What follows belongs to an exercise in optimizing a design on an open flow for small area, a short achievable clock period and few clock cycles per item; a production flow would make more cautious choices.
In this exercise RTL edits were held to simulation tests only and were not proved equivalent to the original.

==> exp/juniper <==
==> flow/design.v (excerpt) <==
module median_filter_range_scaler
(
	input  logic                  clk,
	input  logic                  arst_n,
	input  logic                  sample_valid,
	output logic                  sample_ready,
	input  logic [SAMPLE_BITS-1:0] sample,
	output logic                  result_valid,
	input  logic                  result_ready,
	output logic [SAMPLE_BITS-1:0] result_filtered,
	output logic signed [VAL_W-1:0] result_value,
	output logic                  result_valid_res,
	input  logic                  psel,
	input  logic                  penable,
	input  logic                  pwrite,
	input  logic [APB_ADDR_W-1:0] paddr,
	input  logic [APB_DATA_W-1:0] pwdata,
	output logic [APB_DATA_W-1:0] prdata,
	output logic                  pready
);
export LEC_CHECK = 0
export CAP_MARGIN = 20
export CORE_MARGIN = 2
export CORE_UTILIZATION = 55
export PLACE_DENSITY = 0.75
export SETUP_SLACK_MARGIN = 3.0
export SLEW_MARGIN = 20
create_clock -name core_clock -period 7.5 [get_ports {clk}]
run.sh (not shown) runs the stock make flow with config.mk's settings and CLKGATE_MAP_FILE= SYNTH_SCRIPT=/design/flow/synth_recipe.tcl, a recipe that flattens the netlist after the stock synthesis.
==> exp/pepper: changes against exp/juniper <==
--- a/flow/design.v
+++ b/flow/design.v
@@ -710,65 +710,67 @@
 		end
 	end
 	always_ff @(posedge clk) begin
 		kr_q <= (kwr || kinit_q) ? '0 : kr_n;
 	end
 	logic [4:0][SAMPLE_BITS-1:0] win_q;
-	logic [4:0][4:0]             ord_q;
+	logic [4:0][4:0]             ord_q, ord_n;
+	logic [4:0]                  pick_q, pick_n;
 	logic [3:0]                  le;      
+	function automatic logic two_of_four(input logic [3:0] b);
+		two_of_four = ((3'(b[0]) + 3'(b[1]) + 3'(b[2]) + 3'(b[3])) == 3'd2);
+	endfunction
 	always_comb begin
+		logic [3:0] bef;
 		for (int j = 0; j < 4; j++)
 			le[j] = (sample <= win_q[j]);
+		ord_n = ord_q;
+		for (int i = 0; i < 4; i++)
+			for (int j = i + 1; j < 4; j++)
+				ord_n[i + 1][j + 1] = ord_q[i][j];
+		for (int j = 0; j < 4; j++)
+			ord_n[0][j + 1] = le[j];
+		for (int i = 0; i < 5; i++) begin
+			for (int j = 0; j < 4; j++) begin
+				if (j < i) bef[j] = ord_n[j][i];
+				else       bef[j] = !ord_n[i][j + 1];
+			end
+			pick_n[i] = two_of_four(bef);
+		end
 	end
 	always_ff @(posedge clk or negedge arst_n) begin
 		if (!arst_n) begin
-			win_q <= '0;
-			ord_q <= '1;
+			win_q  <= '0;
+			ord_q  <= '1;
+			pick_q <= 5'b00100;
 		end else if (take) begin
-			win_q <= {win_q[3:0], sample};
-			for (int i = 0; i < 4; i++)
-				for (int j = i + 1; j < 4; j++)
-					ord_q[i + 1][j + 1] <= ord_q[i][j];
-			for (int j = 0; j < 4; j++)
-				ord_q[0][j + 1] <= le[j];
+			win_q  <= {win_q[3:0], sample};
+			ord_q  <= ord_n;
+			pick_q <= pick_n;
 		end
 	end
 	logic v1_q;
 	always_ff @(posedge clk or negedge arst_n) begin
 		if (!arst_n) v1_q <= 1'b0;
 		else if (en) v1_q <= take;
 	end
-	logic [4:0]             pick;
 	logic [SAMPLE_BITS-1:0] med1;
-	function automatic logic two_of_four(input logic [3:0] b);
-		two_of_four = ((3'(b[0]) + 3'(b[1]) + 3'(b[2]) + 3'(b[3])) == 3'd2);
-	endfunction
 	always_comb begin
-		logic [3:0] bef;
-		for (int i = 0; i < 5; i++) begin
-			for (int j = 0; j < 4; j++) begin
-				if (j < i) bef[j] = ord_q[j][i];
-				else       bef[j] = !ord_q[i][j + 1];
-			end
-			pick[i] = two_of_four(bef);
-		end
 		med1 = '0;
 		for (int i = 0; i < 5; i++)
-			med1 = med1 | (win_q[i] & {SAMPLE_BITS{pick[i]}});
+			med1 = med1 | (win_q[i] & {SAMPLE_BITS{pick_q[i]}});
 	end
 	logic                   va_q;
-	logic                   inra_q;
 	logic [SAMPLE_BITS-1:0] meda_q;
 	logic [SAMPLE_BITS-1:0] offa_q;
 	always_ff @(posedge clk or negedge arst_n) begin
 		if (!arst_n) va_q <= 1'b0;
 		else if (en) va_q <= v1_q;
 	end
 	always_ff @(posedge clk) begin
 		if (en) begin
-			inra_q <= ({1'b0, med1} >= cfg_q.input_low) && ({1'b0, med1} <= cfg_q.input_high) && !szero_q;
 			meda_q <= med1;
 			offa_q <= med1 - SAMPLE_BITS'(cfg_q.input_low);
 		end
 	end
 	logic [REG_W-1:0] ta2, tb2;
 	logic [1:0]       g2, p2;
@@ -789,32 +791,34 @@
 	always_ff @(posedge clk or negedge arst_n) begin
 		if (!arst_n) pv <= 1'b0;
 		else if (en) pv <= va_q;
 	end
 	always_ff @(posedge clk) begin
 		if (en) begin
-			inrp_q  <= inra_q;
+			inrp_q  <= ({1'b0, meda_q} >= cfg_q.input_low) && ({1'b0, meda_q} <= cfg_q.input_high) && !szero_q;
 			medp_q  <= meda_q;
 			tap_q   <= ta2;
 			tbp_q   <= tb2;
 			gp_q    <= g2;
 			pp_q    <= p2[1];
 		end
 	end
 	logic                    scl;
 	logic [SAMPLE_BITS-1:0]  medf;
 	logic                    tc;           
 	logic [REG_W-1:0]        quo;
+	logic [REG_W:0]          quo_c;
 	logic [VAL_W:0]          qx, ys, zs;
 	logic signed [VAL_W-1:0] fval;
 	logic                    fvres;
 	always_comb begin
 		scl  = inrp_q;
 		medf = medp_q;
 		tc   = gp_q[1] || (pp_q && gp_q[0]);
-		quo  = tap_q + tbp_q + REG_W'(tc);
+		quo_c = {tap_q, 1'b1} + {tbp_q, tc};
+		quo   = quo_c[REG_W:1];
 		qx   = {{2{neg_q && (quo != '0)}}, quo};
 		ys   = qx - {2'b00, cfg_q.output_high};
 		zs   = {2'b00, cfg_q.output_high} - qx;
 		if (cfg_q.digital_mode) begin
 			fval  = (medf != '0) ? VAL_W'(1) : VAL_W'(-1);
 			fvres = 1'b1;
Settings changed: SETUP_SLACK_MARGIN 3.0 to 2.8.
==> notes <==
exp/pepper ran to the end with no violations. exp/juniper passed the timing, design-rule and antenna checks. Maximum frequency: exp/juniper is smaller than exp/pepper (3.5%). Non-clock buffer count: exp/pepper is lower than exp/juniper (49). Against exp/juniper, the core utilization of exp/pepper is lower by 2.9 points. Between exp/pepper and exp/juniper, the lower worst hold slack is in exp/juniper (gap 37 ps). In exp/pepper the area after synthesis is larger than in exp/juniper, by about 1.4%. Critical path depth: exp/pepper is lower than exp/juniper (16).
Testbench counts of exp/juniper, summed over its fixed seeds: cycles 4,224, items 3,840.
Testbench counts of exp/pepper, summed over its fixed seeds: cycles 4,224, items 3,840.

==> static timing again, ports no longer ideal <==
The flow's constraints put no driver on any port. The routed layouts listed below were extracted and timed again, unchanged, in two steps. Step 1 sets driving cells, clkbuf_16 on the clock port and buf_2 on the other inputs (assumed; they add their load-dependent delay and slew). Step 2, shift: input delay + t, output delay - t, t = (earliest + latest rising clock arrival at the registers) / 2. This alone moves slack from input paths to output paths. a / b / c = ideal / step 1 / step 2; a / b = the first two.
run | t (ns) | slack for setup (ns) | worst slew at a driven data input, ns
exp/juniper | 0.628 | 2.745 / 2.745 / 2.584 | 0.06
exp/pepper | 0.631 | 2.911 / 2.887 / 2.472 | 0.04
After both steps setup and hold are still met in every run listed. For exp/pepper, which loses most, drivers alone change the setup slack by -0.024 ns; drivers and shift together by -0.439 ns.
